What follows belongs to an exercise in optimizing a design on an open flow for small area, a short achievable clock period and few clock cycles per item; a production flow would make more cautious choices.
At most, simulation tests tie the RTL to the original design; equivalence was not proved.
Function not checked in runs 4 and 8: the RTL went through the layout flow alone.

<file path="flow/flow/run.sh">
#!/bin/bash
# Standard synthesis, then the combinational logic re-mapped by ABC for area
# (flip-flops untouched), then the standard layout from floorplan on, with
# small input-port buffers and stronger output-port buffers.
set -euo pipefail
WORK=$(pwd)
R=$WORK/orfs/results/$FLOW_PLATFORM/anubis_round_engine/base
YOSYS=$(command -v yosys || echo "$FLOW_HOME/../tools/install/yosys/bin/yosys")
bash standard.sh synth > synth_std.log 2>&1
cp "$R/1_2_yosys.v" "$WORK/std_synth.v"
PLATFORM_LIB=$FLOW_HOME/platforms/sky130hd/lib/sky130_fd_sc_hd__tt_025C_1v80.lib \
NET_IN=$WORK/std_synth.v NET_OUT=$WORK/remap.v ABC_ARGS="-D 2000" \
    "$YOSYS" -c flow/remap.tcl > remap.log 2>&1
cp "$WORK/remap.v" "$R/1_2_yosys.v"
rm -f "$R/1_synth.odb" "$R/1_synth.sdc"
export PRE_RESIZE_TCL=$WORK/flow/outbuf.tcl
bash standard.sh BUFFER_PORTS_ARGS="-inputs -buffer_cell sky130_fd_sc_hd__buf_1" finish > layout.log 2>&1
</file>
<file path="flow/constraint.sdc">
create_clock -name core_clock -period 7.0 [get_ports {clk}]
set_input_delay 1.4000 -clock core_clock [delete_from_list [all_inputs] [get_ports {clk}]]
set_output_delay 1.4000 -clock core_clock [all_outputs]
set_load 0.01 [all_outputs]
</file>
<file path="flow/standard.sh">
#!/bin/bash
# synth_recipe.tcl (not shown) runs the flow's synth.tcl, then flattens the netlist and writes it again
# the make line also repeats each setting of config.mk as NAME=value (left out here)
make -C /OpenROAD-flow-scripts/flow DESIGN_CONFIG=/design/flow/config.mk WORK_HOME=/design/flow/orfs CLKGATE_MAP_FILE= SYNTH_SCRIPT=/design/flow/synth_recipe.tcl "${@:-finish}"
</file>
<file path="flow/config.mk">
export PLATFORM = sky130hd
export DESIGN_NAME = anubis_round_engine
export DESIGN_NICKNAME = anubis_round_engine
export VERILOG_FILES = /design/flow/design.v
export SDC_FILE = /design/flow/constraint.sdc
export NUM_CORES = 4
export LEC_CHECK = 0
export CAP_MARGIN = 20
export CORE_MARGIN = 2
export CORE_UTILIZATION = 50
export CTS_BUF_LIST = sky130_fd_sc_hd__clkbuf_16 sky130_fd_sc_hd__clkbuf_8
export CTS_CLUSTER_DIAMETER = 80
export CTS_CLUSTER_SIZE = 30
export PLACE_DENSITY = 0.6
export SETUP_SLACK_MARGIN = 4.15
export SLEW_MARGIN = 20
</file>
<file path="flow/flow/outbuf.tcl">
# Buffer the output ports with a stronger buffer than the input ports get.
buffer_ports -outputs -buffer_cell sky130_fd_sc_hd__buf_2
</file>
<file path="flow/flow/remap.tcl">
# Re-map the combinational logic of the standard synthesis netlist for area.
# Flip-flops stay the instances (names and cell types) the standard synthesis made.
yosys -import
set LIB $::env(PLATFORM_LIB)
read_liberty -ignore_miss_func -ignore_miss_dir $LIB
read_verilog $::env(NET_IN)
hierarchy -top $::env(FLOW_TOP)
blackbox sky130_fd_sc_hd__df* sky130_fd_sc_hd__edf* sky130_fd_sc_hd__sdf* sky130_fd_sc_hd__dl* sky130_fd_sc_hd__sedf* sky130_fd_sc_hd__conb_1
flatten
opt -purge
abc {*}$::env(ABC_ARGS) -liberty $LIB -dont_use sky130_fd_sc_hd__probe_p_8 -dont_use sky130_fd_sc_hd__probec_p_8 -dont_use sky130_fd_sc_hd__lpflow_*
opt_clean -purge
hilomap -singleton -hicell sky130_fd_sc_hd__conb_1 HI -locell sky130_fd_sc_hd__conb_1 LO
splitnets
opt_clean -purge
stat -liberty $LIB

write_verilog -noattr -nohex -nodec $::env(NET_OUT)
</file>
<file path="flow/design.v">
module anubis_round_engine #(
    parameter int ROUNDS = 12,
    parameter int IDXW   = 5
) (
    input  logic            clk,
    input  logic            reset,
    input  logic            in_valid,
    output logic            in_ready,
    input  logic [127:0]    in_dat,
    output logic [IDXW-1:0] rk_idx,
    input  logic [127:0]    rk_dat,
    output logic            out_valid,
    input  logic            out_ready,
    output logic [127:0]    out_dat
);
    localparam logic [63:0] PTAB = 64'h128769adcb450ef3;
    localparam logic [63:0] QTAB = 64'h81b7d40fc32a65e9;
    function automatic logic [3:0] pbox(input logic [3:0] x);
        pbox = PTAB[4*x +: 4];
    endfunction
    function automatic logic [3:0] qbox(input logic [3:0] x);
        qbox = QTAB[4*x +: 4];
    endfunction
    function automatic logic [7:0] sbox(input logic [7:0] x);
        logic [7:0] a, b;
        a    = {pbox(x[7:4]), qbox(x[3:0])};
        a    = {a[7:6], a[3:2], a[5:4], a[1:0]};
        b    = {qbox(a[7:4]), pbox(a[3:0])};
        b    = {b[7:6], b[3:2], b[5:4], b[1:0]};
        sbox = {pbox(b[7:4]), qbox(b[3:0])};
    endfunction
    function automatic logic [7:0] x2(input logic [7:0] x);
        x2 = {x[6:0], 1'b0} ^ (x[7] ? 8'h1d : 8'h00);
    endfunction
    function automatic logic [7:0] x4(input logic [7:0] x);
        x4 = x2(x2(x));
    endfunction
    function automatic logic [7:0] byte_of(input logic [127:0] v, input int unsigned n);
        byte_of = v[8*(15-n) +: 8];
    endfunction
    function automatic logic [31:0] theta_row(input logic [31:0] g);
        logic [7:0] g0, g1, g2, g3, d01, d02, d13, d23;
        g0  = g[31:24];
        g1  = g[23:16];
        g2  = g[15:8];
        g3  = g[7:0];
        d01 = g0 ^ g1;
        d02 = g0 ^ g2;
        d13 = g1 ^ g3;
        d23 = g2 ^ g3;
        theta_row = {g0 ^ x2(d13) ^ x4(d23),
                     g1 ^ x2(d02) ^ x4(d23),
                     g2 ^ x2(d13) ^ x4(d01),
                     g3 ^ x2(d02) ^ x4(d01)};
    endfunction
    logic [127:0] ra, rb;              
    logic         ph;                  
    logic [1:0]   busy;                
    logic [3:0]   rc0, rc1;            
    logic         ld;                  
    logic         last;                
    logic         stall;
    logic [127:0] gt_vec, th_vec, b_vec, ra_nxt;
    assign stall   = out_valid & ~out_ready;
    assign in_ready = ld;
    assign out_dat = ra;
    always_comb begin
        for (int unsigned i = 0; i < 4; i++)
            for (int unsigned j = 0; j < 4; j++)
                gt_vec[8*(15-(4*i+j)) +: 8] = sbox(byte_of(ra, 4*j+i));
        for (int unsigned i = 0; i < 4; i++)
            th_vec[32*(3-i) +: 32] = theta_row(rb[32*(3-i) +: 32]);
        b_vec  = ld ? in_dat : (last ? rb : th_vec);
        ra_nxt = b_vec ^ rk_dat;
    end
    always_ff @(posedge clk) begin
        if (!stall) begin
            ra <= ra_nxt;
            rb <= gt_vec;
        end
    end
    logic       nph;
    logic [1:0] busy_n;
    logic [3:0] rc_cur, rc_oth, rc_cur_n;
    logic       fin;
    assign rc_cur = ph ? rc1 : rc0;
    assign rc_oth = ph ? rc0 : rc1;
    always_comb begin
        nph      = ~ph;
        busy_n   = busy;
        rc_cur_n = rc_cur;
        fin      = 1'b0;
        if (busy[ph]) begin
            if (rc_cur == 4'(ROUNDS)) begin
                busy_n[ph] = 1'b0;
                fin        = 1'b1;
            end
            rc_cur_n = rc_cur + 4'd1;
        end else if (ld && in_valid) begin
            busy_n[ph] = 1'b1;
            rc_cur_n   = 4'd1;
        end
    end
    always_ff @(posedge clk) begin
        if (reset) begin
            ph        <= 1'b0;
            busy      <= 2'b00;
            rc0       <= 4'd0;
            rc1       <= 4'd0;
            ld        <= 1'b1;
            last      <= 1'b0;
            out_valid <= 1'b0;
            rk_idx    <= '0;
        end else if (!stall) begin
            ph        <= nph;
            busy      <= busy_n;
            if (ph) rc1 <= rc_cur_n;
            else    rc0 <= rc_cur_n;
            out_valid <= fin;
            ld        <= ~busy[nph] & ~fin & ~(ld & in_valid);
            last      <= busy[nph] & (rc_oth == 4'(ROUNDS));
            rk_idx    <= busy[nph] ? IDXW'(rc_oth) : '0;
        end
    end
endmodule
</file>
==> results.sh, run 1 <==
export IMPL_cp_num_buf_inv=2
export IMPL_fmax_mhz=349
export IMPL_crit_family="flip-flops"
export IMPL_first_global_vias=20900
export IMPL_path_class="reg -> out"
export IMPL_crit_path_cell_trace="buf_12 -> buf_2"
export IMPL_yosys_warnings=1
export IMPL_finClkSkew_ns=0.0386
export IMPL_cts_root_buf="clkbuf_16"
export IMPL_grt_overflow=0
export IMPL_drive_gt1_frac=0.113
export IMPL_final_fill_count=4436
export IMPL_min_period_ns=2.86
export IMPL_drtAntennaViolNets=0
export IMPL_grt_total_usage=0.262
export IMPL_hold_viol=0
export IMPL_cp_end_kind="primary output"
export IMPL_synth_cells=2953
export IMPL_period_share=0.409
export IMPL_gp_routability_congestion=0.866
export IMPL_drtPass1Iterations=10
export IMPL_via_count=22900
export IMPL_grt_first_pass_wirelength_um=108000
export IMPL_holdBufCountCts=0
export IMPL_cp_data_arrival_time_ns=1.46
export IMPL_worstSkewPairLatency_ns=0.58
export IMPL_syn_area_mm2=0.0249
export IMPL_max_stage_delay_ns=0.55
export IMPL_worst_slew_pin_slew_ns=1.03
export IMPL_initialDrtViolationCount=1331
export IMPL_start_util=0.508
export IMPL_slew_violations=0
export IMPL_io_pins=395
export IMPL_die_height_um=227
export IMPL_areaGrowthSynthToFinish_pct=19.8
export IMPL_port_buffers=259
export IMPL_final_seq_area_mm2=0.00806
export IMPL_core_mm2=0.0491
export IMPL_dieArea_mm2=0.0516
export IMPL_core_rowCount=81
export IMPL_drcViolationCount=0
export IMPL_cts_buffers=26
export IMPL_cts_tree="yes"
export IMPL_wl_per_cell_um=17.3
export IMPL_final_nets=3710
export IMPL_drt_total_wl_um=71700
export IMPL_fin_hold_ws_ns=0.461
export IMPL_status="timing/DRC/antenna clean"
export IMPL_setup_tns_ns=0
export IMPL_dp_hpwl_um=54200
export IMPL_hold_path_class="reg -> reg"
export IMPL_maxSlewHeadroom=0.315
export IMPL_syn_avg_cell_area_um2=8.44
export IMPL_required_ns=5.60
export IMPL_crit_path_top_delay_cell="edfxtp_1"
export IMPL_multi_input_area_mm2=0.0175
export IMPL_synth_nets=3213
export IMPL_start_kind="flip-flop"
export IMPL_path_max_fanout=8
export IMPL_reg2reg_from="ra[96]"
export IMPL_fp_dieW_um=227
export IMPL_vias_per_cell=5.53
export IMPL_cts_max_level=1
export IMPL_holdCritStartpoint="rk_idx[0]"
export IMPL_grt_antenna_before_repair=3
export IMPL_clkSlewWorstSetupHoldPaths_ns=0.08
export IMPL_cp_startpoint="ra[108]"
export IMPL_grt_start_max_net_pins=151
export IMPL_final_setup_viol_count=0
export IMPL_rsz0062_at_grt="yes"
export IMPL_cts_sinks=274
export IMPL_cap_violations=0
export IMPL_clockBufferDepth=3
registers in the layout, indices dropped and copies added, names as in the netlist, named ones only:
register and count:
out_valid 1, ld 1, rb 128, rk_idx 4, ph 1, ra 128
rc1 4, last 1, rc0 4
worst paths after layout:
check | to | slack, ns | cells after the start
worst max-delay path | out_dat[108] | 4.14 | 2
worst min-delay path | rk_idx[0] | 0.46 | 2
worst max register to register | rb[24] | 4.21 | 8
worst min register to register | rk_idx[0] | 0.46 | 2
worst register-to-register path, cell delays in order, from the launching register on:
cell,delay [ns]
edfxtp_1,0.53
xor2_1,0.25
o21ai_0,0.15
a211o_1,0.40
o21ai_0,0.37
xor2_1,0.32
and2_4,0.22
o21ai_0,0.11
xnor2_1,0.15
repair_timing:
| action | 4_1_cts | 5_1_grt |
|---|---|---|
| cloned | 1 | 2 |
| setup endpoints to repair | 118 | 237 |
| pin swaps | 5 | 28 |
| setup buffers | 5 | 62 |
| gates resized for setup | 36 | 141 |
cell usage in the layout, fill, tap and decap left out, types with 26 or more instances in the layout:
cell type / count
xnor2_1: 421
o21ai_0: 318
nand2_1: 314
xor2_1: 311
nor2_1: 300
buf_1: 259
edfxtp_1: 256
a21oi_1: 224
buf_2: 134
nor2b_1: 69
buf_4: 68
clkinv_1: 67
nand2b_1: 64
nand3_1: 39
nor3_1: 35
and2_0: 31
mux2i_1: 31
clkbuf_16: 27
xor2_2: 26
layout make-up:
type / instances / area share
inverters: 71 / 0.00986
clock inverters: 20 / 0.00826
repair buffers: 466 / 0.0751
clock buffers: 28 / 0.0231
repair inverters: 1 / 0.000377
diodes: 2 / 0.000168
flip-flops and latches: 274 / 0.270
well taps: 664 / 0.0278
multi-input cells: 2610 / 0.585
per-layer routing:
layer,up-vias,share of wire,track usage
li1,11400,-,-
met1,10800,0.43,0.343
met2,560,0.49,0.456
met3,102,0.051,0.0271
met4,2,0.032,0.0801
met5,-,0.00015,0
metrics by stage:
| stage | cells | cell area, um^2 | setup WS, ns | utilization |
|---|---|---|---|---|
| final | 4136 | 29800 | 4.14 | 0.608 |
| after global routing | 4135 | 29800 | 4.06 | 0.608 |
| after CTS | 4070 | 28600 | 4.13 | 0.584 |
| after detailed placement | 4016 | 27500 | 3.48 | 0.560 |
| after global placement | 3882 | 26800 | 3.52 | 0.546 |
| after floorplan | 2953 | 25000 | 3.90 | - |
Testbench counts, summed over its fixed seeds: cycles 6,680, items 512.
==> inputs of run 2 (changes only) <==
--- a/flow/config.mk
+++ b/flow/config.mk
@@ -12,5 +12,5 @@
 export CTS_CLUSTER_DIAMETER = 80
 export CTS_CLUSTER_SIZE = 30
 export PLACE_DENSITY = 0.6
-export SETUP_SLACK_MARGIN = 4.15
+export SETUP_SLACK_MARGIN = 4.3
 export SLEW_MARGIN = 20
==> results.sh, run 2 <==
export IMPL_grt_total_usage=0.271
export IMPL_synth_cells=2953
export IMPL_cts_tree="yes"
export IMPL_status="timing/DRC/antenna clean"
export IMPL_dieArea_mm2=0.0516
export IMPL_die_height_um=227
export IMPL_cp_startpoint="ra[116]"
export IMPL_vias_per_cell=5.54
export IMPL_maxSlewHeadroom=0.288
export IMPL_cts_root_buf="clkbuf_16"
export IMPL_clockBufferDepth=3
export IMPL_holdBufCountCts=0
export IMPL_areaGrowthSynthToFinish_pct=29.4
export IMPL_dp_hpwl_um=53900
export IMPL_drt_total_wl_um=76700
export IMPL_dp_cells=4012
export IMPL_fin_hold_ws_ns=0.464
export IMPL_grt_overflow=0
export IMPL_utilization=0.657
export IMPL_gp_routability_congestion=0.910
export IMPL_grt_antenna_before_repair=9
export IMPL_final_nets=3889
export IMPL_rr_worst_depth=9
export IMPL_crit_end="out_dat[116]"
export IMPL_reg2reg_from="ra[116]"
export IMPL_cp_data_arrival_time_ns=1.37
export IMPL_slew_violations=0
export IMPL_crit_path_top_delay_cell="edfxtp_1"
export IMPL_crit_family="flip-flops"
export IMPL_first_global_vias=21400
export IMPL_via_count=23900
export IMPL_setup_tns_ns=0
export IMPL_fmax_mhz=360
export IMPL_final_setup_viol_count=0
export IMPL_grt_start_max_net_pins=133
export IMPL_yosys_warnings=1
export IMPL_synth_nets=3213
export IMPL_hold_viol=0
export IMPL_max_stage_delay_ns=0.52
export IMPL_final_fill_count=4125
export IMPL_start_util=0.508
export IMPL_core_mm2=0.0491
export IMPL_stdcell_count=4316
export IMPL_hold_path_class="reg -> reg"
export IMPL_r2r_end="rb[95]"
export IMPL_required_ns=5.60
export IMPL_cts_sinks=274
export IMPL_drtAntennaViolNets=0
export IMPL_drcViolationCount=0
export IMPL_path_class="reg -> out"
export IMPL_design_area_mm2=0.0322
export IMPL_start_kind="flip-flop"
export IMPL_io_pins=395
export IMPL_most_common_layout_cells="xnor2_1 (400), nand2_1 (311), o21ai_0 (293)"
export IMPL_fp_dieW_um=227
export IMPL_clkSlewWorstSetupHoldPaths_ns=0.08
export IMPL_period_share=0.396
export IMPL_crit_top_cell="buf_6"
export IMPL_cp_num_buf_inv=2
export IMPL_layout_setup_ws_ns=4.23
export IMPL_path_depth=2
export IMPL_min_period_ns=2.77
export IMPL_cts_buffers=27
export IMPL_cp_end_kind="primary output"
export IMPL_grt_first_pass_wirelength_um=111000
export IMPL_path_max_fanout=5
export IMPL_worst_slew_pin_slew_ns=1.07
export IMPL_port_buffers=259
export IMPL_reg_largest_list="ra: 128 flops, rb: 128 flops"
export IMPL_cts_max_level=1
export IMPL_post_dp_cell_area_mm2=0.0275
export IMPL_syn_area_mm2=0.0249
export IMPL_worstSkewPairLatency_ns=0.59
export IMPL_finClkSkew_ns=0.0247
export IMPL_initialDrtViolationCount=1422
export IMPL_mostFrequentLayoutCell="xnor2_1"
export IMPL_core_rowCount=81
export IMPL_dp_slack_ns=3.43
export IMPL_cap_violations=0
export IMPL_syn_avg_cell_area_um2=8.44
export IMPL_rsz0062_at_grt="yes"
export IMPL_r2r_slack_ns=4.27
export IMPL_wl_per_cell_um=17.8
export IMPL_drive_gt1_frac=0.196
export IMPL_drtPass1Iterations=6
export IMPL_crit_path_cell_trace="buf_6 -> buf_6"
[run 2: worst min path at each step]
stage                      to  depth (start not counted)  slack [ns]      start
floorplan              rc1[3]                          2        0.44     rc1[3]
global placement       rc1[3]                          2        0.49     rc1[3]
detailed placement  rk_idx[0]                          2        0.45  rk_idx[0]
CTS                 rk_idx[0]                          2        0.47  rk_idx[0]
global route        rk_idx[0]                          2        0.48  rk_idx[0]
finish              rk_idx[0]                          2        0.46  rk_idx[0]
[run 2: final cells by class]
class | count | area, um^2 | share of cell area
repair inverters | 1 | 16.3 | 0.000504
clock inverters | 22 | 236 | 0.00733
flip-flops and latches | 274 | 8060 | 0.250
repair buffers | 644 | 3680 | 0.114
clock buffers | 27 | 676 | 0.0210
inverters | 71 | 298 | 0.00924
diodes | 3 | 7.51 | 0.000233
multi-input cells | 2610 | 18400 | 0.572
well taps | 664 | 831 | 0.0258
[run 2: repair_timing]
action / in CTS / in global routing
endpoints found under the setup margin: 264 / 207
resized for setup: 103 / 300
cloned: 1 / 2
pin swaps: 20 / 79
setup buffers: 104 / 145
[run 2: metal layers]
metal | global-route usage | vias to the layer above | share of wire
met5 | 0 | - | 0.0011
met4 | 0.0599 | 12 | 0.024
met3 | 0.0312 | 116 | 0.045
met2 | 0.487 | 601 | 0.50
met1 | 0.349 | 11500 | 0.43
li1 | - | 11700 | -
[run 2: tightest hold or removal path, delay by kind of cell, from the launching register on]
kind	cells	cell delay, ns
and+or+nand+nor	1	0.05
DFF	1	0.31
AOI/OAI and AO/OA	1	0.05
==> inputs of run 3 (changes only) <==
--- a/flow/flow/run.sh
+++ b/flow/flow/run.sh
@@ -14,4 +14,5 @@
 cp "$WORK/remap.v" "$R/1_2_yosys.v"
 rm -f "$R/1_synth.odb" "$R/1_synth.sdc"
 export PRE_RESIZE_TCL=$WORK/flow/outbuf.tcl
+export CTS_ARGS="-buf_list sky130_fd_sc_hd__clkbuf_16 -root_buf sky130_fd_sc_hd__clkbuf_16 -repair_clock_nets"
 bash standard.sh BUFFER_PORTS_ARGS="-inputs -buffer_cell sky130_fd_sc_hd__buf_1" finish > layout.log 2>&1
--- a/flow/config.mk
+++ b/flow/config.mk
@@ -8,9 +8,6 @@
 export CAP_MARGIN = 20
 export CORE_MARGIN = 2
 export CORE_UTILIZATION = 50
-export CTS_BUF_LIST = sky130_fd_sc_hd__clkbuf_16 sky130_fd_sc_hd__clkbuf_8
-export CTS_CLUSTER_DIAMETER = 80
-export CTS_CLUSTER_SIZE = 30
 export PLACE_DENSITY = 0.6
-export SETUP_SLACK_MARGIN = 4.3
+export SETUP_SLACK_MARGIN = 4.15
 export SLEW_MARGIN = 20
==> results.sh, run 3 <==
export IMPL_initialDrtViolationCount=1313
export IMPL_maxSlewHeadroom=0.311
export IMPL_cap_violations=0
export IMPL_rsz0062_at_grt="yes"
export IMPL_setup_tns_ns=0
export IMPL_cp_num_buf_inv=1
export IMPL_grt_antenna_before_repair=2
export IMPL_gp_routability_congestion=0.866
export IMPL_crit_path_cell_trace="buf_2"
export IMPL_fin_hold_ws_ns=0.462
export IMPL_dp_cells=4016
export IMPL_cts_root_buf="clkbuf_16"
export IMPL_start_kind="flip-flop"
export IMPL_dieArea_mm2=0.0516
export IMPL_status="timing/DRC/antenna clean"
export IMPL_first_global_vias=21200
export IMPL_synth_nets=3213
export IMPL_cp_data_arrival_time_ns=1.46
export IMPL_yosys_warnings=1
export IMPL_grt_total_usage=0.270
export IMPL_areaGrowthSynthToFinish_pct=21.4
export IMPL_slew_violations=0
export IMPL_holdCritStartpoint="rk_idx[0]"
export IMPL_clkSlewWorstSetupHoldPaths_ns=0.07
export IMPL_io_pins=395
export IMPL_die_height_um=227
export IMPL_grt_first_pass_wirelength_um=109000
export IMPL_fmax_mhz=350
export IMPL_layout_setup_ws_ns=4.14
export IMPL_required_ns=5.60
export IMPL_wl_per_cell_um=17.5
export IMPL_path_max_fanout=8
export IMPL_period_share=0.408
export IMPL_worst_slew_pin_slew_ns=1.03
export IMPL_finClkSkew_ns=0.0208
export IMPL_clockBufferDepth=3
export IMPL_reg_largest_list="ra: 128 flops, rb: 128 flops"
export IMPL_hold_viol=0
export IMPL_utilization=0.616
export IMPL_stdcell_count=4154
export IMPL_min_period_ns=2.86
export IMPL_drcViolationCount=0
export IMPL_via_count=23000
export IMPL_final_setup_viol_count=0
export IMPL_drive_gt1_frac=0.115
export IMPL_path_class="reg -> out"
export IMPL_design_area_mm2=0.0302
export IMPL_syn_area_mm2=0.0249
export IMPL_final_nets=3734
export IMPL_crit_path_top_delay_cell="edfxtp_1"
export IMPL_cts_sinks=274
export IMPL_dp_slack_ns=3.48
export IMPL_hold_path_class="reg -> reg"
export IMPL_worstSkewPairLatency_ns=0.64
export IMPL_drtPass1Iterations=6
export IMPL_most_common_layout_cells="xnor2_1 (421), o21ai_0 (317), nand2_1 (314)"
export IMPL_grt_overflow=0
export IMPL_port_buffers=259
export IMPL_start_util=0.508
export IMPL_cts_max_level=5
export IMPL_crit_family="flip-flops"
export IMPL_cp_end_kind="primary output"
export IMPL_mostFrequentLayoutCell="xnor2_1"
export IMPL_drt_total_wl_um=72600
export IMPL_post_dp_cell_area_mm2=0.0275
export IMPL_cts_tree="yes"
export IMPL_cts_buffers=49
export IMPL_core_mm2=0.0491
export IMPL_core_rowCount=81
export IMPL_synth_cells=2953
export IMPL_syn_avg_cell_area_um2=8.44
export IMPL_vias_per_cell=5.54
export IMPL_reg2reg_from="ra[118]"
export IMPL_dp_hpwl_um=54200
export IMPL_grt_start_max_net_pins=151
export IMPL_fp_dieW_um=227
export IMPL_cp_startpoint="ra[38]"
export IMPL_max_stage_delay_ns=0.60
export IMPL_drtAntennaViolNets=0
run 3: timing repair:
item	CTS	global route
resized for setup	35	150
setup buffers	9	59
cloned	1	2
hold buffers	0	0
pin swaps	5	26
setup endpoints to repair	58	237
run 3: routing by layer:
layer,track usage,vias to the layer above,share of wire
met2,0.456,617,0.49
met3,0.0432,124,0.049
met5,0,-,0.00018
met1,0.345,10900,0.43
met4,0.108,2,0.033
li1,-,11400,-
run 3: layout make-up:
cell class              instances  area [um^2]
fillers                      4395        18800
clock buffers                  49         1230
inverters                      71          294
repair buffers                467         2220
multi-input cells            2610        17500
flip-flops and latches        274         8060
well taps                     664          831
diodes                          2         5.00
clock inverters                16         90.1
repair inverters                1         11.3
run 3: worst paths after layout:
check                end  cells past startpoint  slack, ns
max          out_dat[38]                      1       4.14
min            rk_idx[0]                      2       0.46
max reg2reg       rb[94]                      9       4.25
min reg2reg    rk_idx[0]                      2       0.46
run 3: tightest hold or removal path: cells and delay by family (launching register included):
family / cells / cell delay (ns)
flops: 1 / 0.30
compound gates: 1 / 0.06
simple gates: 1 / 0.05
==> inputs of run 4 (changes only) <==
--- a/flow/design.v
+++ b/flow/design.v
@@ -21,13 +21,15 @@
     function automatic logic [3:0] qbox(input logic [3:0] x);
         qbox = QTAB[4*x +: 4];
     endfunction
-    function automatic logic [7:0] sbox(input logic [7:0] x);
+    function automatic logic [7:0] sbox_front(input logic [7:0] x);
         logic [7:0] a, b;
-        a    = {pbox(x[7:4]), qbox(x[3:0])};
-        a    = {a[7:6], a[3:2], a[5:4], a[1:0]};
-        b    = {qbox(a[7:4]), pbox(a[3:0])};
-        b    = {b[7:6], b[3:2], b[5:4], b[1:0]};
-        sbox = {pbox(b[7:4]), qbox(b[3:0])};
+        a          = {pbox(x[7:4]), qbox(x[3:0])};
+        a          = {a[7:6], a[3:2], a[5:4], a[1:0]};
+        b          = {qbox(a[7:4]), pbox(a[3:0])};
+        sbox_front = {b[7:6], b[3:2], b[5:4], b[1:0]};
+    endfunction
+    function automatic logic [7:0] sbox_back(input logic [7:0] b);
+        sbox_back = {pbox(b[7:4]), qbox(b[3:0])};
     endfunction
     function automatic logic [7:0] x2(input logic [7:0] x);
         x2 = {x[6:0], 1'b0} ^ (x[7] ? 8'h1d : 8'h00);
@@ -38,7 +40,7 @@
     function automatic logic [7:0] byte_of(input logic [127:0] v, input int unsigned n);
         byte_of = v[8*(15-n) +: 8];
     endfunction
-    function automatic logic [31:0] theta_row(input logic [31:0] g);
+    function automatic logic [31:0] theta_row(input logic [31:0] g, input logic en);
         logic [7:0] g0, g1, g2, g3, d01, d02, d13, d23;
         g0  = g[31:24];
         g1  = g[23:16];
@@ -48,10 +50,10 @@
         d02 = g0 ^ g2;
         d13 = g1 ^ g3;
         d23 = g2 ^ g3;
-        theta_row = {g0 ^ x2(d13) ^ x4(d23),
-                     g1 ^ x2(d02) ^ x4(d23),
-                     g2 ^ x2(d13) ^ x4(d01),
-                     g3 ^ x2(d02) ^ x4(d01)};
+        theta_row = g ^ ({x2(d13) ^ x4(d23),
+                          x2(d02) ^ x4(d23),
+                          x2(d13) ^ x4(d01),
+                          x2(d02) ^ x4(d01)} & {32{en}});
     endfunction
     logic [127:0] ra, rb;              
     logic         ph;                  
@@ -60,23 +62,25 @@
     logic         ld;                  
     logic         last;                
     logic         stall;
-    logic [127:0] gt_vec, th_vec, b_vec, ra_nxt;
+    logic [127:0] f_vec, g_vec, th_vec, b_vec, ra_nxt;
     assign stall   = out_valid & ~out_ready;
     assign in_ready = ld;
     assign out_dat = ra;
     always_comb begin
         for (int unsigned i = 0; i < 4; i++)
             for (int unsigned j = 0; j < 4; j++)
-                gt_vec[8*(15-(4*i+j)) +: 8] = sbox(byte_of(ra, 4*j+i));
+                f_vec[8*(15-(4*i+j)) +: 8] = sbox_front(byte_of(ra, 4*j+i));
+        for (int unsigned n = 0; n < 16; n++)
+            g_vec[8*(15-n) +: 8] = sbox_back(byte_of(rb, n));
         for (int unsigned i = 0; i < 4; i++)
-            th_vec[32*(3-i) +: 32] = theta_row(rb[32*(3-i) +: 32]);
-        b_vec  = ld ? in_dat : (last ? rb : th_vec);
+            th_vec[32*(3-i) +: 32] = theta_row(g_vec[32*(3-i) +: 32], ~last);
+        b_vec  = ld ? in_dat : th_vec;
         ra_nxt = b_vec ^ rk_dat;
     end
     always_ff @(posedge clk) begin
         if (!stall) begin
             ra <= ra_nxt;
-            rb <= gt_vec;
+            rb <= f_vec;
         end
     end
     logic       nph;
==> flow/flow/run.sh (replaced) <==
#!/bin/bash
# Standard synthesis, then the combinational logic re-mapped by ABC for area
# (flip-flops untouched), then the standard layout from floorplan on.
set -euo pipefail
WORK=$(pwd)
R=$WORK/orfs/results/$FLOW_PLATFORM/anubis_round_engine/base
YOSYS=$(command -v yosys || echo "$FLOW_HOME/../tools/install/yosys/bin/yosys")
bash standard.sh synth > synth_std.log 2>&1
cp "$R/1_2_yosys.v" "$WORK/std_synth.v"
PLATFORM_LIB=$FLOW_HOME/platforms/sky130hd/lib/sky130_fd_sc_hd__tt_025C_1v80.lib \
NET_IN=$WORK/std_synth.v NET_OUT=$WORK/remap.v ABC_ARGS="-D 2000" \
    "$YOSYS" -c flow/remap.tcl > remap.log 2>&1
cp "$WORK/remap.v" "$R/1_2_yosys.v"
rm -f "$R/1_synth.odb" "$R/1_synth.sdc"
bash standard.sh BUFFER_PORTS_ARGS="-buffer_cell sky130_fd_sc_hd__buf_1" finish > layout.log 2>&1
--- a/flow/config.mk
+++ b/flow/config.mk
@@ -8,6 +8,6 @@
 export CAP_MARGIN = 20
 export CORE_MARGIN = 2
 export CORE_UTILIZATION = 50
+export CTS_BUF_LIST = sky130_fd_sc_hd__clkbuf_8 sky130_fd_sc_hd__clkbuf_4
 export PLACE_DENSITY = 0.6
-export SETUP_SLACK_MARGIN = 4.15
 export SLEW_MARGIN = 20
removed: flow/flow/outbuf.tcl
==> results.sh, run 4 <==
export IMPL_final_fill_count=4697
export IMPL_start_kind="input pin"
export IMPL_post_cts_buffers=0
export IMPL_drive_gt1_frac=0.0284
export IMPL_min_period_ns=3.63
export IMPL_grt_total_usage=0.270
export IMPL_core_rowCount=82
export IMPL_most_common_layout_cells="buf_1 (393), xnor2_1 (379), xor2_1 (361)"
export IMPL_areaGrowthSynthToFinish_pct=13.8
export IMPL_grt_start_max_net_pins=126
export IMPL_dp_hpwl_um=55800
export IMPL_path_depth=4
export IMPL_hold_viol=0
export IMPL_die_height_um=228
export IMPL_grt_antenna_before_repair=1
export IMPL_crit_path_cell_trace="buf_1 -> nor2b_1 -> clkinv_8 -> buf_4"
export IMPL_utilization=0.572
export IMPL_final_nets=3670
export IMPL_cp_data_arrival_time_ns=3.88
export IMPL_path_class="in -> reg"
export IMPL_max_stage_delay_ns=0.80
export IMPL_grt_first_pass_wirelength_um=113000
export IMPL_fin_hold_ws_ns=0.493
export IMPL_period_share=0.519
export IMPL_maxSlewHeadroom=0.276
export IMPL_crit_path_top_delay_cell="nor2b_1"
export IMPL_dieArea_mm2=0.0520
export IMPL_vias_per_cell=5.57
export IMPL_drcViolationCount=0
export IMPL_rsz0062_at_grt="no"
export IMPL_hold_path_class="reg -> reg"
export IMPL_whs_path_depth=2
export IMPL_dp_slack_ns=2.75
export IMPL_status="timing/DRC/antenna clean"
export IMPL_synth_cells=2953
export IMPL_clkSlewWorstSetupHoldPaths_ns=0.06
export IMPL_worstSkewPairLatency_ns=0.66
export IMPL_first_global_vias=21400
export IMPL_port_buffers=393
export IMPL_path_max_fanout=125
export IMPL_yosys_warnings=1
export IMPL_setup_tns_ns=0
export IMPL_syn_avg_cell_area_um2=8.50
export IMPL_fmax_mhz=276
export IMPL_cts_resized=0
export IMPL_finClkSkew_ns=0.0195
export IMPL_holdBufCountCts=0
export IMPL_reg_largest_list="ra: 128 flops, rb: 128 flops"
export IMPL_cts_tree="yes"
export IMPL_initialDrtViolationCount=1520
export IMPL_layout_setup_ws_ns=3.37
export IMPL_final_setup_viol_count=0
export IMPL_cp_end_kind="flip-flop"
export IMPL_worst_slew_pin_slew_ns=1.08
export IMPL_dp_cells=4030
export IMPL_wl_per_cell_um=17.8
export IMPL_cts_buffers=50
export IMPL_io_pins=395
export IMPL_drtPass1Iterations=6
export IMPL_r2r_slack_ns=3.42
export IMPL_cp_num_buf_inv=3
export IMPL_clockBufferDepth=3
export IMPL_slew_violations=0
export IMPL_stdcell_count=4121
export IMPL_drt_total_wl_um=73200
export IMPL_drtAntennaViolNets=0
export IMPL_via_count=22900
export IMPL_post_dp_cell_area_mm2=0.0275
export IMPL_rr_worst_depth=9
export IMPL_cts_max_level=2
export IMPL_gp_routability_congestion=0.889
export IMPL_cap_violations=0
export IMPL_design_area_mm2=0.0285
export IMPL_mostFrequentLayoutCell="buf_1"
export IMPL_synth_nets=3213
export IMPL_start_util=0.503
export IMPL_required_ns=7.25
export IMPL_core_mm2=0.0499
export IMPL_cts_sinks=274
export IMPL_grt_overflow=0
export IMPL_crit_family="buffers and inverters"
export IMPL_fp_dieW_um=228
export IMPL_cts_root_buf="clkbuf_8"
export IMPL_syn_area_mm2=0.0251
run 4: cell count changes in the layout (fill, tap and decap cells not counted), moves of 22 or more:
cell       previous run  this run
nor2_1              300       343
nor2b_1              70       115
xor2_1              307       361
clkbuf_16            49         0
xnor2_1             421       379
buf_4                71        12
xnor2_2              24         0
buf_1               259       393
clkbuf_8              0        56
buf_2               134         0
clkinv_1             74        97
o21ai_1              22         0
xor2_2               30         0
run 4: final timing paths:
kind / start / end
hold reg to reg: rk_idx[2] / rk_idx[2]
hold / removal: rk_idx[2] / rk_idx[2]
setup / recovery: out_ready / rb[54]
setup reg to reg: rb[94] / ra[66]
run 4: layout make-up:
type	instances	area [um^2]	share of cell area
inverter	89	347	0.0121
antenna	1	2.50	0.0000877
multi-input combinational	2590	16700	0.586
sequential	274	8060	0.282
tap	672	841	0.0295
clock buffer	69	868	0.0304
timing repair buffer	405	1570	0.0548
clock inverter	21	146	0.00513
run 4: worst min-delay path, stage by stage (launching register included):
cell,delay (ns)
dfxtp_1,0.31
nor2_1,0.10
nor3_1,0.04
run 4: layer usage:
metal  vias up  part of all wire  global-route usage
li1      11300                 -                   -
met1     10900              0.44               0.354
met2       663              0.47               0.463
met3       109             0.057              0.0421
met4         0             0.025              0.0770
met5         -                 0                   0
==> inputs of run 5 (changes only) <==
--- a/flow/design.v
+++ b/flow/design.v
@@ -40,7 +40,7 @@
     function automatic logic [7:0] byte_of(input logic [127:0] v, input int unsigned n);
         byte_of = v[8*(15-n) +: 8];
     endfunction
-    function automatic logic [31:0] theta_row(input logic [31:0] g, input logic en);
+    function automatic logic [31:0] theta_mix(input logic [31:0] g);
         logic [7:0] g0, g1, g2, g3, d01, d02, d13, d23;
         g0  = g[31:24];
         g1  = g[23:16];
@@ -50,19 +50,19 @@
         d02 = g0 ^ g2;
         d13 = g1 ^ g3;
         d23 = g2 ^ g3;
-        theta_row = g ^ ({x2(d13) ^ x4(d23),
-                          x2(d02) ^ x4(d23),
-                          x2(d13) ^ x4(d01),
-                          x2(d02) ^ x4(d01)} & {32{en}});
+        theta_mix = {x2(d13) ^ x4(d23),
+                     x2(d02) ^ x4(d23),
+                     x2(d13) ^ x4(d01),
+                     x2(d02) ^ x4(d01)};
     endfunction
     logic [127:0] ra, rb;              
     logic         ph;                  
     logic [1:0]   busy;                
     logic [3:0]   rc0, rc1;            
     logic         ld;                  
-    logic         last;                
+    logic         mix_en;              
     logic         stall;
-    logic [127:0] f_vec, g_vec, th_vec, b_vec, ra_nxt;
+    logic [127:0] f_vec, g_vec, mix_vec, ra_nxt;
     assign stall   = out_valid & ~out_ready;
     assign in_ready = ld;
     assign out_dat = ra;
@@ -73,9 +73,8 @@
         for (int unsigned n = 0; n < 16; n++)
             g_vec[8*(15-n) +: 8] = sbox_back(byte_of(rb, n));
         for (int unsigned i = 0; i < 4; i++)
-            th_vec[32*(3-i) +: 32] = theta_row(g_vec[32*(3-i) +: 32], ~last);
-        b_vec  = ld ? in_dat : th_vec;
-        ra_nxt = b_vec ^ rk_dat;
+            mix_vec[32*(3-i) +: 32] = theta_mix(g_vec[32*(3-i) +: 32]);
+        ra_nxt = (ld ? in_dat : g_vec) ^ rk_dat ^ (mix_vec & {128{mix_en}});
     end
     always_ff @(posedge clk) begin
         if (!stall) begin
@@ -112,7 +111,7 @@
             rc0       <= 4'd0;
             rc1       <= 4'd0;
             ld        <= 1'b1;
-            last      <= 1'b0;
+            mix_en    <= 1'b0;
             out_valid <= 1'b0;
             rk_idx    <= '0;
         end else if (!stall) begin
@@ -122,7 +121,7 @@
             else    rc0 <= rc_cur_n;
             out_valid <= fin;
             ld        <= ~busy[nph] & ~fin & ~(ld & in_valid);
-            last      <= busy[nph] & (rc_oth == 4'(ROUNDS));
+            mix_en    <= busy[nph] & (rc_oth != 4'(ROUNDS));
             rk_idx    <= busy[nph] ? IDXW'(rc_oth) : '0;
         end
     end
--- a/flow/flow/run.sh
+++ b/flow/flow/run.sh
@@ -1,6 +1,7 @@
 #!/bin/bash
 # Standard synthesis, then the combinational logic re-mapped by ABC for area
-# (flip-flops untouched), then the standard layout from floorplan on.
+# (flip-flops untouched), then the standard layout from floorplan on, with
+# small input-port buffers and stronger output-port buffers.
 set -euo pipefail
 WORK=$(pwd)
 R=$WORK/orfs/results/$FLOW_PLATFORM/anubis_round_engine/base
@@ -12,4 +13,5 @@
     "$YOSYS" -c flow/remap.tcl > remap.log 2>&1
 cp "$WORK/remap.v" "$R/1_2_yosys.v"
 rm -f "$R/1_synth.odb" "$R/1_synth.sdc"
-bash standard.sh BUFFER_PORTS_ARGS="-buffer_cell sky130_fd_sc_hd__buf_1" finish > layout.log 2>&1
+export PRE_RESIZE_TCL=$WORK/flow/outbuf.tcl
+bash standard.sh BUFFER_PORTS_ARGS="-inputs -buffer_cell sky130_fd_sc_hd__buf_1" finish > layout.log 2>&1
==> flow/flow/outbuf.tcl (new file) <==
# Buffer the output ports with a stronger buffer than the input ports get.
buffer_ports -outputs -buffer_cell sky130_fd_sc_hd__buf_2
--- a/flow/config.mk
+++ b/flow/config.mk
@@ -8,6 +8,9 @@
 export CAP_MARGIN = 20
 export CORE_MARGIN = 2
 export CORE_UTILIZATION = 50
-export CTS_BUF_LIST = sky130_fd_sc_hd__clkbuf_8 sky130_fd_sc_hd__clkbuf_4
+export CTS_BUF_LIST = sky130_fd_sc_hd__clkbuf_16 sky130_fd_sc_hd__clkbuf_8
+export CTS_CLUSTER_DIAMETER = 80
+export CTS_CLUSTER_SIZE = 30
 export PLACE_DENSITY = 0.6
+export SETUP_SLACK_MARGIN = 4.0
 export SLEW_MARGIN = 20
==> results.sh, run 5 <==
export IMPL_status="timing/DRC/antenna clean"
export IMPL_grt_overflow=0
export IMPL_hold_path_class="reg -> reg"
export IMPL_most_common_layout_cells="xnor2_1 (491), nand2_1 (358), o21ai_0 (306)"
export IMPL_cap_violations=0
export IMPL_synth_nets=3158
export IMPL_rsz0062_at_grt="yes"
export IMPL_cp_num_buf_inv=2
export IMPL_final_setup_viol_count=0
export IMPL_fin_hold_ws_ns=0.455
export IMPL_design_area_mm2=0.0285
export IMPL_post_dp_cell_area_mm2=0.0274
export IMPL_required_ns=5.60
export IMPL_finClkSkew_ns=0.0246
export IMPL_mostFrequentLayoutCell="xnor2_1"
export IMPL_port_buffers=259
export IMPL_path_class="reg -> out"
export IMPL_core_rowCount=81
export IMPL_grt_total_usage=0.272
export IMPL_die_height_um=227
export IMPL_max_stage_delay_ns=0.38
export IMPL_clkSlewWorstSetupHoldPaths_ns=0.08
export IMPL_yosys_warnings=1
export IMPL_crit_path_top_delay_cell="dfxtp_4"
export IMPL_final_nets=3589
export IMPL_via_count=22300
export IMPL_core_mm2=0.0490
export IMPL_dp_cells=3961
export IMPL_grt_antenna_before_repair=0
export IMPL_utilization=0.581
export IMPL_period_share=0.413
export IMPL_start_util=0.506
export IMPL_clockBufferDepth=3
export IMPL_crit_path_cell_trace="buf_12 -> buf_2"
export IMPL_grt_first_pass_wirelength_um=110000
export IMPL_first_global_vias=20600
export IMPL_syn_area_mm2=0.0248
export IMPL_cp_startpoint="ld"
export IMPL_path_max_fanout=74
export IMPL_hold_viol=0
export IMPL_drtPass1Iterations=7
export IMPL_crit_family="buffers and inverters"
export IMPL_setup_tns_ns=0
export IMPL_min_period_ns=2.89
export IMPL_io_pins=395
export IMPL_multi_input_area_mm2=0.0166
export IMPL_slew_violations=0
export IMPL_wl_per_cell_um=18.2
export IMPL_grt_start_max_net_pins=173
export IMPL_reg_largest_list="ra: 128 flops, rb: 128 flops"
export IMPL_cts_root_buf="clkbuf_16"
export IMPL_cp_end_kind="primary output"
export IMPL_drcViolationCount=0
export IMPL_cts_sinks=274
export IMPL_cp_data_arrival_time_ns=1.49
export IMPL_layout_setup_ws_ns=4.11
export IMPL_areaGrowthSynthToFinish_pct=14.8
export IMPL_drive_gt1_frac=0.0682
export IMPL_cts_tree="yes"
export IMPL_final_fill_count=4443
export IMPL_dp_hpwl_um=56100
export IMPL_fp_dieW_um=227
export IMPL_dp_slack_ns=3.30
export IMPL_holdBufCountCts=0
export IMPL_gp_routability_congestion=0.893
export IMPL_initialDrtViolationCount=1619
export IMPL_reg2reg_from="rb[78]"
export IMPL_holdCritStartpoint="rk_idx[0]"
export IMPL_final_seq_area_mm2=0.00806
export IMPL_syn_avg_cell_area_um2=8.56
export IMPL_maxSlewHeadroom=0.347
export IMPL_cts_buffers=24
export IMPL_synth_cells=2898
export IMPL_start_kind="flip-flop"
export IMPL_worstSkewPairLatency_ns=0.58
export IMPL_fmax_mhz=346
export IMPL_vias_per_cell=5.55
export IMPL_dieArea_mm2=0.0514
export IMPL_drtAntennaViolNets=0
export IMPL_worst_slew_pin_slew_ns=0.972
export IMPL_antenna_cells=0
export IMPL_drt_total_wl_um=72800
export IMPL_stdcell_count=4009
export IMPL_cts_max_level=1
## run 5: cell types whose count changed in the layout (fill, tap and decap cells not counted), moves of 15 or more
cell and delta:
clkbuf_16 +25, xnor3_1 -15, buf_2 +134, clkbuf_8 -56
buf_1 -134, nor2_1 -117, xor2_1 -116, mux2i_1 +76
o21ai_0 -20, nor3_1 -17, xnor2_1 +112, nand2_1 +52
## run 5: path summary, 6_finish.rpt
path / cells after the start / slack (ns) / endpoint
hold reg to reg: 2 / 0.46 / rk_idx[0]
setup / recovery: 2 / 4.11 / in_ready
setup reg to reg: 8 / 4.11 / ra[91]
hold / removal: 2 / 0.46 / rk_idx[0]
## run 5: timing repair
action | in CTS | in global routing
pin swaps | 0 | 3
setup endpoints to repair | 101 | 121
buffers inserted | 0 | 5
gates resized for setup | 11 | 30
gates cloned | 0 | 1
## run 5: layout make-up
type,instances,area share
multi-input combinational,2536,0.585
sequential,274,0.283
timing repair buffer,404,0.0616
tap,664,0.0292
clock buffer,25,0.0220
inverter,88,0.0125
clock inverter,17,0.00664
timing repair inverter,1,0.000396
## run 5: per-layer routing
metal | wire length (um) | track usage | vias to the layer above
met4 | 2000 | 0.0811 | 0
met5 | 0 | 0 | -
li1 | - | - | 11000
met1 | 32300 | 0.367 | 10500
met3 | 4040 | 0.0281 | 103
met2 | 34500 | 0.462 | 667
## run 5: worst register-to-register path: stages (launching register included)
cell and delay, ns:
edfxtp_1 0.50, nand2b_1 0.19, a21boi_0 0.38, xnor2_2 0.24
xor3_1 0.55, xnor2_1 0.30, o21ai_0 0.12, a21oi_1 0.26
xnor2_1 0.11
Testbench counts of run 5, summed over its fixed seeds: cycles 6,680, items 512.
==> inputs of run 6 (changes only) <==
--- a/flow/config.mk
+++ b/flow/config.mk
@@ -11,6 +11,7 @@
 export CTS_BUF_LIST = sky130_fd_sc_hd__clkbuf_16 sky130_fd_sc_hd__clkbuf_8
 export CTS_CLUSTER_DIAMETER = 80
 export CTS_CLUSTER_SIZE = 30
+export GPL_TIMING_DRIVEN = 1
 export PLACE_DENSITY = 0.6
-export SETUP_SLACK_MARGIN = 4.0
+export SETUP_SLACK_MARGIN = 4.15
 export SLEW_MARGIN = 20
==> results.sh, run 6 <==
export IMPL_status="timing/DRC/antenna clean"
export IMPL_worst_slew_pin_slew_ns=1.04
export IMPL_clkSlewWorstSetupHoldPaths_ns=0.10
export IMPL_synth_cells=2898
export IMPL_areaGrowthSynthToFinish_pct=16.6
export IMPL_hold_path_class="reg -> reg"
export IMPL_die_height_um=227
export IMPL_hold_viol=0
export IMPL_path_class="reg -> out"
export IMPL_reg_largest_list="ra: 128 flops, rb: 128 flops"
export IMPL_grt_antenna_before_repair=0
export IMPL_max_stage_delay_ns=0.58
export IMPL_gp_routability_congestion=0.908
export IMPL_period_share=0.398
export IMPL_multi_input_area_mm2=0.0169
export IMPL_rsz0062_at_grt="no"
export IMPL_grt_overflow=0
export IMPL_dieArea_mm2=0.0514
export IMPL_wl_per_cell_um=18.2
export IMPL_utilization=0.591
export IMPL_crit_path_top_delay_cell="edfxtp_1"
export IMPL_r2r_end="ra[67]"
export IMPL_drcViolationCount=0
export IMPL_final_seq_area_mm2=0.00806
export IMPL_cts_tree="yes"
export IMPL_rr_worst_depth=8
export IMPL_r2r_slack_ns=4.25
export IMPL_core_rowCount=81
export IMPL_final_fill_count=4458
export IMPL_yosys_warnings=1
export IMPL_maxSlewHeadroom=0.310
export IMPL_wl_met2_um=34900
export IMPL_worstHoldEndpoint="rk_idx[2]"
export IMPL_mostFrequentLayoutCell="xnor2_1"
export IMPL_required_ns=5.60
export IMPL_routed_top_layer="met4"
export IMPL_fmax_mhz=359
export IMPL_finClkSkew_ns=0.0424
export IMPL_path_max_fanout=8
export IMPL_initialDrtViolationCount=1521
export IMPL_holdBufCountCts=0
export IMPL_core_mm2=0.0490
export IMPL_io_pins=395
export IMPL_start_kind="flip-flop"
export IMPL_final_nets=3609
export IMPL_cts_buffers=23
export IMPL_cap_violations=0
export IMPL_syn_area_mm2=0.0248
export IMPL_grt_total_usage=0.274
export IMPL_most_common_layout_cells="xnor2_1 (477), nand2_1 (358), o21ai_0 (306)"
export IMPL_whs_path_depth=2
export IMPL_slew_violations=0
export IMPL_drtPass1Iterations=5
export IMPL_clockBufferDepth=3
export IMPL_worstSkewPairLatency_ns=0.59
export IMPL_grt_first_pass_wirelength_um=110000
export IMPL_first_global_vias=20700
export IMPL_crit_family="flip-flops"
export IMPL_cts_root_buf="clkbuf_16"
export IMPL_cts_sinks=274
export IMPL_drive_gt1_frac=0.0853
export IMPL_post_dp_cell_area_mm2=0.0274
export IMPL_met3WireLength_um=3220
export IMPL_drtAntennaViolNets=0
export IMPL_vias_per_cell=5.56
export IMPL_holdCritStartpoint="rk_idx[2]"
export IMPL_setup_tns_ns=0
export IMPL_dp_cells=3962
export IMPL_grt_start_max_net_pins=95
export IMPL_drt_total_wl_um=73400
export IMPL_via_count=22400
export IMPL_cp_data_arrival_time_ns=1.39
export IMPL_start_util=0.506
export IMPL_design_area_mm2=0.0289
export IMPL_final_setup_viol_count=0
export IMPL_crit_path_cell_trace="buf_2"
export IMPL_min_period_ns=2.79
export IMPL_cp_num_buf_inv=1
export IMPL_syn_avg_cell_area_um2=8.56
export IMPL_reg2reg_from="rb[84]"
export IMPL_stdcell_count=4031
export IMPL_dp_hpwl_um=56000
export IMPL_wl_met1_um=32900
export IMPL_port_buffers=259
export IMPL_cts_max_level=1
export IMPL_synth_nets=3158
export IMPL_fp_dieW_um=227
export IMPL_cp_end_kind="primary output"
run 6: cell count changes in the layout (fill, tap and decap cells not counted), sizes merged:
cell      delta
clkinvlp     -1
bufinv       +1
buf         +21
diode        +1
clkinv       +2
clkbuf       -2
run 6: area by class of cell:
cell class                      count  area share
Clock inverter                     19     0.00839
Timing Repair inverter              1    0.000563
Inverter                           88      0.0123
Tap cell                          664      0.0287
Antenna cell                        1   0.0000865
Sequential cell                   274       0.279
Multi-Input combinational cell   2536       0.585
Clock buffer                       23      0.0199
Timing Repair Buffer              425      0.0664
run 6: timing repair:
item | 4_1_cts | 5_1_grt
endpoints found under the setup margin | 104 | 44
resized for setup | 29 | 51
pin swaps | 1 | 8
hold endpoints to repair | 0 | 0
buffers inserted | 8 | 17
gates cloned | 1 | 0
run 6: worst max path at each step:
stage,endpoint,cells past startpoint,start
6_report,out_dat[108],1,ra[108]
5_1_grt,ra[116],7,rb[110]
4_1_cts,ra[67],8,rb[84]
3_5_place_dp,ra[98],4,out_ready
3_3_place_gp,rb[100],4,out_ready
2_1_floorplan,flip-flop,5,out_ready
run 6: metal layers:
metal / GRT usage / up-vias
met5: 0 / -
met4: 0.0902 / 0
met3: 0.0231 / 120
met2: 0.466 / 610
met1: 0.368 / 10600
li1: - / 11100
run 6: metrics by stage:
stage                     hold slack [ns]  setup slack, ns
after global routing                0.499             4.12
after detailed placement            0.456             3.37
after floorplan                     0.456             3.94
after CTS                           0.467             4.05
final                               0.470             4.21
after global placement              0.476             3.40
run 6: worst register-to-register path, cell delays in order, from the launching register on:
cell and delay, ns:
edfxtp_1 0.50, xnor2_1 0.28, nand2b_1 0.10, a32oi_2 0.43, xnor3_2 0.50, xnor2_2 0.26, o21ai_0 0.15, a21oi_2 0.21
xnor2_1 0.08
==> inputs of run 7 (changes only) <==
--- a/flow/config.mk
+++ b/flow/config.mk
@@ -11,7 +11,6 @@
 export CTS_BUF_LIST = sky130_fd_sc_hd__clkbuf_16 sky130_fd_sc_hd__clkbuf_8
 export CTS_CLUSTER_DIAMETER = 80
 export CTS_CLUSTER_SIZE = 30
-export GPL_TIMING_DRIVEN = 1
 export PLACE_DENSITY = 0.6
 export SETUP_SLACK_MARGIN = 4.15
 export SLEW_MARGIN = 20
==> results.sh, run 7 <==
export IMPL_cap_violations=0
export IMPL_crit_path_cell_trace="buf_2"
export IMPL_fin_hold_ws_ns=0.470
export IMPL_wl_per_cell_um=18.2
export IMPL_synth_cells=2898
export IMPL_worst_slew_pin_slew_ns=1.04
export IMPL_fmax_mhz=359
export IMPL_worstSkewPairLatency_ns=0.59
export IMPL_cp_end_kind="primary output"
export IMPL_mostFrequentLayoutCell="xnor2_1"
export IMPL_finClkSkew_ns=0.0424
export IMPL_first_global_vias=20700
export IMPL_grt_first_pass_wirelength_um=110000
export IMPL_min_period_ns=2.79
export IMPL_final_fill_count=4458
export IMPL_port_buffers=259
export IMPL_io_pins=395
export IMPL_clkSlewWorstSetupHoldPaths_ns=0.10
export IMPL_grt_overflow=0
export IMPL_dp_hpwl_um=56000
export IMPL_initialDrtViolationCount=1521
export IMPL_required_ns=5.60
export IMPL_syn_area_mm2=0.0248
export IMPL_design_area_mm2=0.0289
export IMPL_dp_cells=3962
export IMPL_drcViolationCount=0
export IMPL_yosys_warnings=1
export IMPL_grt_start_max_net_pins=95
export IMPL_post_dp_cell_area_mm2=0.0274
export IMPL_final_seq_area_mm2=0.00806
export IMPL_multi_input_area_mm2=0.0169
export IMPL_reg_largest_list="ra: 128 flops, rb: 128 flops"
export IMPL_hold_path_class="reg -> reg"
export IMPL_holdBufCountCts=0
export IMPL_hold_viol=0
export IMPL_synth_nets=3158
export IMPL_slew_violations=0
export IMPL_gp_routability_congestion=0.908
export IMPL_core_rowCount=81
export IMPL_path_class="reg -> out"
export IMPL_drt_total_wl_um=73400
export IMPL_maxSlewHeadroom=0.310
export IMPL_drive_gt1_frac=0.0853
export IMPL_areaGrowthSynthToFinish_pct=16.6
export IMPL_period_share=0.398
export IMPL_final_setup_viol_count=0
export IMPL_drtAntennaViolNets=0
export IMPL_path_depth=1
export IMPL_start_kind="flip-flop"
export IMPL_start_util=0.506
export IMPL_cp_num_buf_inv=1
export IMPL_cts_root_buf="clkbuf_16"
export IMPL_cts_tree="yes"
export IMPL_whs_path_depth=2
export IMPL_die_height_um=227
export IMPL_rr_worst_depth=8
export IMPL_setup_tns_ns=0
export IMPL_cts_max_level=1
export IMPL_fp_dieW_um=227
export IMPL_rsz0062_at_grt="no"
export IMPL_max_stage_delay_ns=0.58
export IMPL_dieArea_mm2=0.0514
export IMPL_syn_avg_cell_area_um2=8.56
export IMPL_drtPass1Iterations=5
export IMPL_grt_total_usage=0.274
export IMPL_crit_family="flip-flops"
export IMPL_status="timing/DRC/antenna clean"
export IMPL_core_mm2=0.0490
export IMPL_most_common_layout_cells="xnor2_1 (477), nand2_1 (358), o21ai_0 (306)"
export IMPL_grt_antenna_before_repair=0
export IMPL_final_nets=3609
export IMPL_stdcell_count=4031
export IMPL_clockBufferDepth=3
export IMPL_via_count=22400
export IMPL_cts_buffers=23
export IMPL_cp_data_arrival_time_ns=1.39
export IMPL_cts_sinks=274
export IMPL_crit_path_top_delay_cell="edfxtp_1"
export IMPL_path_max_fanout=8
export IMPL_vias_per_cell=5.56
run 7: what timing repair did:
action,CTS,global route
setup buffers,8,17
pin swaps,1,8
setup endpoints to repair,104,44
cloned,1,0
gates resized for setup,29,51
run 7: through the flow:
stage	setup WS (ns)	util
detailed placement	3.37	0.559
floorplan	3.94	-
global placement	3.40	0.546
global route	4.12	0.591
finish	4.21	0.591
CTS	4.05	0.582
run 7: path summary, 6_finish.rpt:
kind	slack (ns)	to	start
max	4.21	out_dat[108]	ra[108]
min	0.47	rk_idx[2]	rk_idx[2]
max reg2reg	4.25	ra[67]	rb[84]
min reg2reg	0.47	rk_idx[2]	rk_idx[2]
run 7: layout make-up:
type / count / share of cell area
antenna: 1 / 0.0000865
clock buffer: 23 / 0.0199
clock inverter: 19 / 0.00839
inverter: 88 / 0.0123
multi-input combinational: 2536 / 0.585
sequential: 274 / 0.279
tap: 664 / 0.0287
timing repair buffer: 425 / 0.0664
timing repair inverter: 1 / 0.000563
run 7: metal layers:
metal,track usage,wire (um),part of all wire
met5,0,0,0
met4,0.0902,2430,0.033
met3,0.0231,3220,0.044
met2,0.466,34900,0.47
met1,0.368,32900,0.45
==> inputs of run 8 (changes only) <==
--- a/flow/design.v
+++ b/flow/design.v
@@ -61,6 +61,7 @@
     logic [3:0]   rc0, rc1;            
     logic         ld;                  
     logic         mix_en;              
+    logic         free;                
     logic         stall;
     logic [127:0] f_vec, g_vec, mix_vec, ra_nxt;
     assign stall   = out_valid & ~out_ready;
@@ -74,7 +75,7 @@
             g_vec[8*(15-n) +: 8] = sbox_back(byte_of(rb, n));
         for (int unsigned i = 0; i < 4; i++)
             mix_vec[32*(3-i) +: 32] = theta_mix(g_vec[32*(3-i) +: 32]);
-        ra_nxt = (ld ? in_dat : g_vec) ^ rk_dat ^ (mix_vec & {128{mix_en}});
+        ra_nxt = (free ? in_dat : g_vec) ^ rk_dat ^ (mix_vec & {128{mix_en}});
     end
     always_ff @(posedge clk) begin
         if (!stall) begin
@@ -112,6 +113,7 @@
             rc1       <= 4'd0;
             ld        <= 1'b1;
             mix_en    <= 1'b0;
+            free      <= 1'b1;
             out_valid <= 1'b0;
             rk_idx    <= '0;
         end else if (!stall) begin
@@ -122,6 +124,7 @@
             out_valid <= fin;
             ld        <= ~busy[nph] & ~fin & ~(ld & in_valid);
             mix_en    <= busy[nph] & (rc_oth != 4'(ROUNDS));
+            free      <= ~busy[nph];
             rk_idx    <= busy[nph] ? IDXW'(rc_oth) : '0;
         end
     end
==> results.sh, run 8 <==
export IMPL_status="timing/DRC/antenna clean"
export IMPL_holdBufCountCts=0
export IMPL_hold_viol=0
export IMPL_drcViolationCount=0
export IMPL_vias_per_cell=5.59
export IMPL_dieArea_mm2=0.0515
export IMPL_cts_root_buf="clkbuf_16"
export IMPL_start_util=0.507
export IMPL_max_stage_delay_ns=0.49
export IMPL_grt_use_met1=0.352
export IMPL_path_max_fanout=5
export IMPL_use_met3=0.0254
export IMPL_syn_avg_cell_area_um2=8.50
export IMPL_path_class="reg -> reg"
export IMPL_grt_antenna_before_repair=1
export IMPL_utilization=0.588
export IMPL_dp_slack_ns=3.38
export IMPL_first_global_vias=20700
export IMPL_drtAntennaViolNets=0
export IMPL_maxSlewHeadroom=0.359
export IMPL_crit_path_cell_trace="mux2i_1 -> o21ai_0 -> o21ai_2 -> xor2_2 -> xnor2_1 -> xnor2_1 -> mux2i_1 -> xnor2_1"
export IMPL_grtUsageMet2=0.480
export IMPL_antenna_cells=0
export IMPL_reg_largest_list="ra: 128 flops, rb: 128 flops"
export IMPL_io_pins=395
export IMPL_initialDrtViolationCount=1704
export IMPL_drt_total_wl_um=73600
export IMPL_synth_cells=2925
export IMPL_yosys_warnings=1
export IMPL_cts_max_level=1
export IMPL_setup_tns_ns=0
export IMPL_core_rowCount=81
export IMPL_cts_tree="yes"
export IMPL_final_nets=3620
export IMPL_cts_buffers=22
export IMPL_crit_top_cell="xnor2_1"
export IMPL_clockBufferDepth=3
export IMPL_layout_setup_ws_ns=4.22
export IMPL_dp_hpwl_um=56400
export IMPL_synth_nets=3185
export IMPL_cp_end_kind="flip-flop"
export IMPL_grt_start_max_net_pins=183
export IMPL_syn_area_mm2=0.0249
export IMPL_core_mm2=0.0491
export IMPL_post_dp_cell_area_mm2=0.0274
export IMPL_mostFrequentLayoutCell="xnor2_1"
export IMPL_cts_sinks=275
export IMPL_slew_violations=0
export IMPL_grt_total_usage=0.271
export IMPL_crit_family="XOR/XNOR gates"
export IMPL_worstSkewPairLatency_ns=0.56
export IMPL_design_area_mm2=0.0289
export IMPL_required_ns=7.30
export IMPL_cp_data_arrival_time_ns=3.07
export IMPL_worst_slew_pin_slew_ns=0.954
export IMPL_drive_gt1_frac=0.0791
export IMPL_cp_num_buf_inv=0
export IMPL_grt_first_pass_wirelength_um=109000
export IMPL_crit_path_top_delay_cell="edfxtp_1"
export IMPL_grt_busiest_layer="met2"
export IMPL_rsz0062_at_grt="no"
export IMPL_cap_violations=0
export IMPL_die_height_um=227
export IMPL_clkSlewWorstSetupHoldPaths_ns=0.09
export IMPL_via_count=22600
export IMPL_gp_routability_congestion=0.925
export IMPL_areaGrowthSynthToFinish_pct=16.1
export IMPL_min_period_ns=2.78
export IMPL_start_kind="flip-flop"
export IMPL_port_buffers=259
export IMPL_period_share=0.397
export IMPL_fmax_mhz=360
export IMPL_drtPass1Iterations=5
export IMPL_grt_overflow=0
export IMPL_wl_per_cell_um=18.2
export IMPL_finClkSkew_ns=0.0201
export IMPL_fp_dieW_um=227
export IMPL_hold_path_class="reg -> reg"
export IMPL_most_common_layout_cells="xnor2_1 (462), nand2_1 (363), o21ai_0 (335)"
export IMPL_final_setup_viol_count=0
-- run 8: cell count changes in the layout (fill, tap and decap cells not counted), moves of 9 or more --
cell,previous run,this run
o21ai_0,306,335
nor2b_1,104,92
nand2b_1,63,72
xnor2_1,477,462
a21oi_1,216,238
buf_4,29,13
a31oi_1,17,8
o22ai_1,17,33
nand3_1,33,23
-- run 8: metal layers --
metal  share of wire  vias up
met5               0        -
met4           0.029        0
met3           0.047      110
met2            0.49      619
met1            0.43    10700
li1                -    11100
-- run 8: path summary, 6_finish.rpt --
kind	end	from	slack (ns)	cells past startpoint
worst min register to register	rk_idx[0]	rk_idx[0]	0.50	2
worst min-delay path	rk_idx[0]	rk_idx[0]	0.50	2
worst max register to register	ra[43]	rb[62]	4.22	8
worst max-delay path	ra[43]	rb[62]	4.22	8
-- run 8: what timing repair did --
action / CTS / global route
setup endpoints to repair: 116 / 127
resized for setup: 32 / 52
gates cloned: 0 / 1
buffers inserted: 0 / 11
pin swaps: 1 / 9
-- run 8: stage by stage --
stage                     hold slack, ns  std cells
after floorplan                    0.461       2925
after global placement             0.485       3854
after detailed placement           0.484       3988
after CTS                          0.508       4028
after global routing               0.527       4040
final                              0.497       4040
-- run 8: layout make-up --
class	instances	area [um^2]
Timing Repair inverter	1	11.3
Fill cell	4418	20200
Timing Repair Buffer	410	1800
Tap cell	664	831
Sequential cell	275	8080
Multi-Input combinational cell	2564	17000
Clock buffer	23	576
Clock inverter	17	230
Inverter	86	353
-- run 8: worst reg2reg max path: stages (launching register included) --
cell and delay (ns):
edfxtp_1 0.49, mux2i_1 0.32, o21ai_0 0.20, o21ai_2 0.20, xor2_2 0.33, xnor2_1 0.19, xnor2_1 0.30, mux2i_1 0.36
xnor2_1 0.12

-- static timing again, ports no longer ideal --
No port has a modelled driver above. Below, the same layouts with a new extraction and two added sets of constraints.
Step 1 assumes that a clkbuf_16 drives the clock port and a buf_2 every other input.
Step 2 times the ports against the registers' clock, not the clock port: input delays grow and output delays shrink by t, the midpoint of the rising clock arrivals with the driver on.
a / b / c = ideal ports / drivers / drivers and shift; a / b = the first two.
| run | t (ns) | setup slack, ns | worst setup path after step 2 | clock arrival spread, ns | worst slew at a driven data input, ns |
|---|---|---|---|---|---|
| run 1 | 0.626 | 4.137 / 4.081 / 4.019 | input to register | 0.048 / 0.048 | 0.09 |
| run 2 | 0.635 | 4.225 / 4.167 / 4.057 | input to register | 0.027 / 0.026 | 0.12 |
| run 3 | 0.687 | 4.145 / 4.083 / 3.792 | input to register | 0.022 / 0.022 | 0.10 |
| run 4 | 0.698 | 3.370 / 3.402 / 2.704 | input to register | 0.020 / 0.020 | 0.06 |
| run 5 | 0.622 | 4.106 / 4.049 / 3.549 | input to register | 0.027 / 0.026 | 0.06 |
| run 6 | 0.627 | 4.212 / 4.149 / 3.676 | input to register | 0.043 / 0.043 | 0.06 |
| run 7 | 0.627 | 4.212 / 4.149 / 3.676 | input to register | 0.043 / 0.043 | 0.06 |
| run 8 | 0.609 | 4.222 / 4.168 / 3.905 | input to register | 0.021 / 0.021 | 0.05 |
After both steps every run listed still meets setup and hold. For run 4, which loses most, drivers alone change the setup slack by +0.032 ns; drivers and shift together by -0.666 ns.
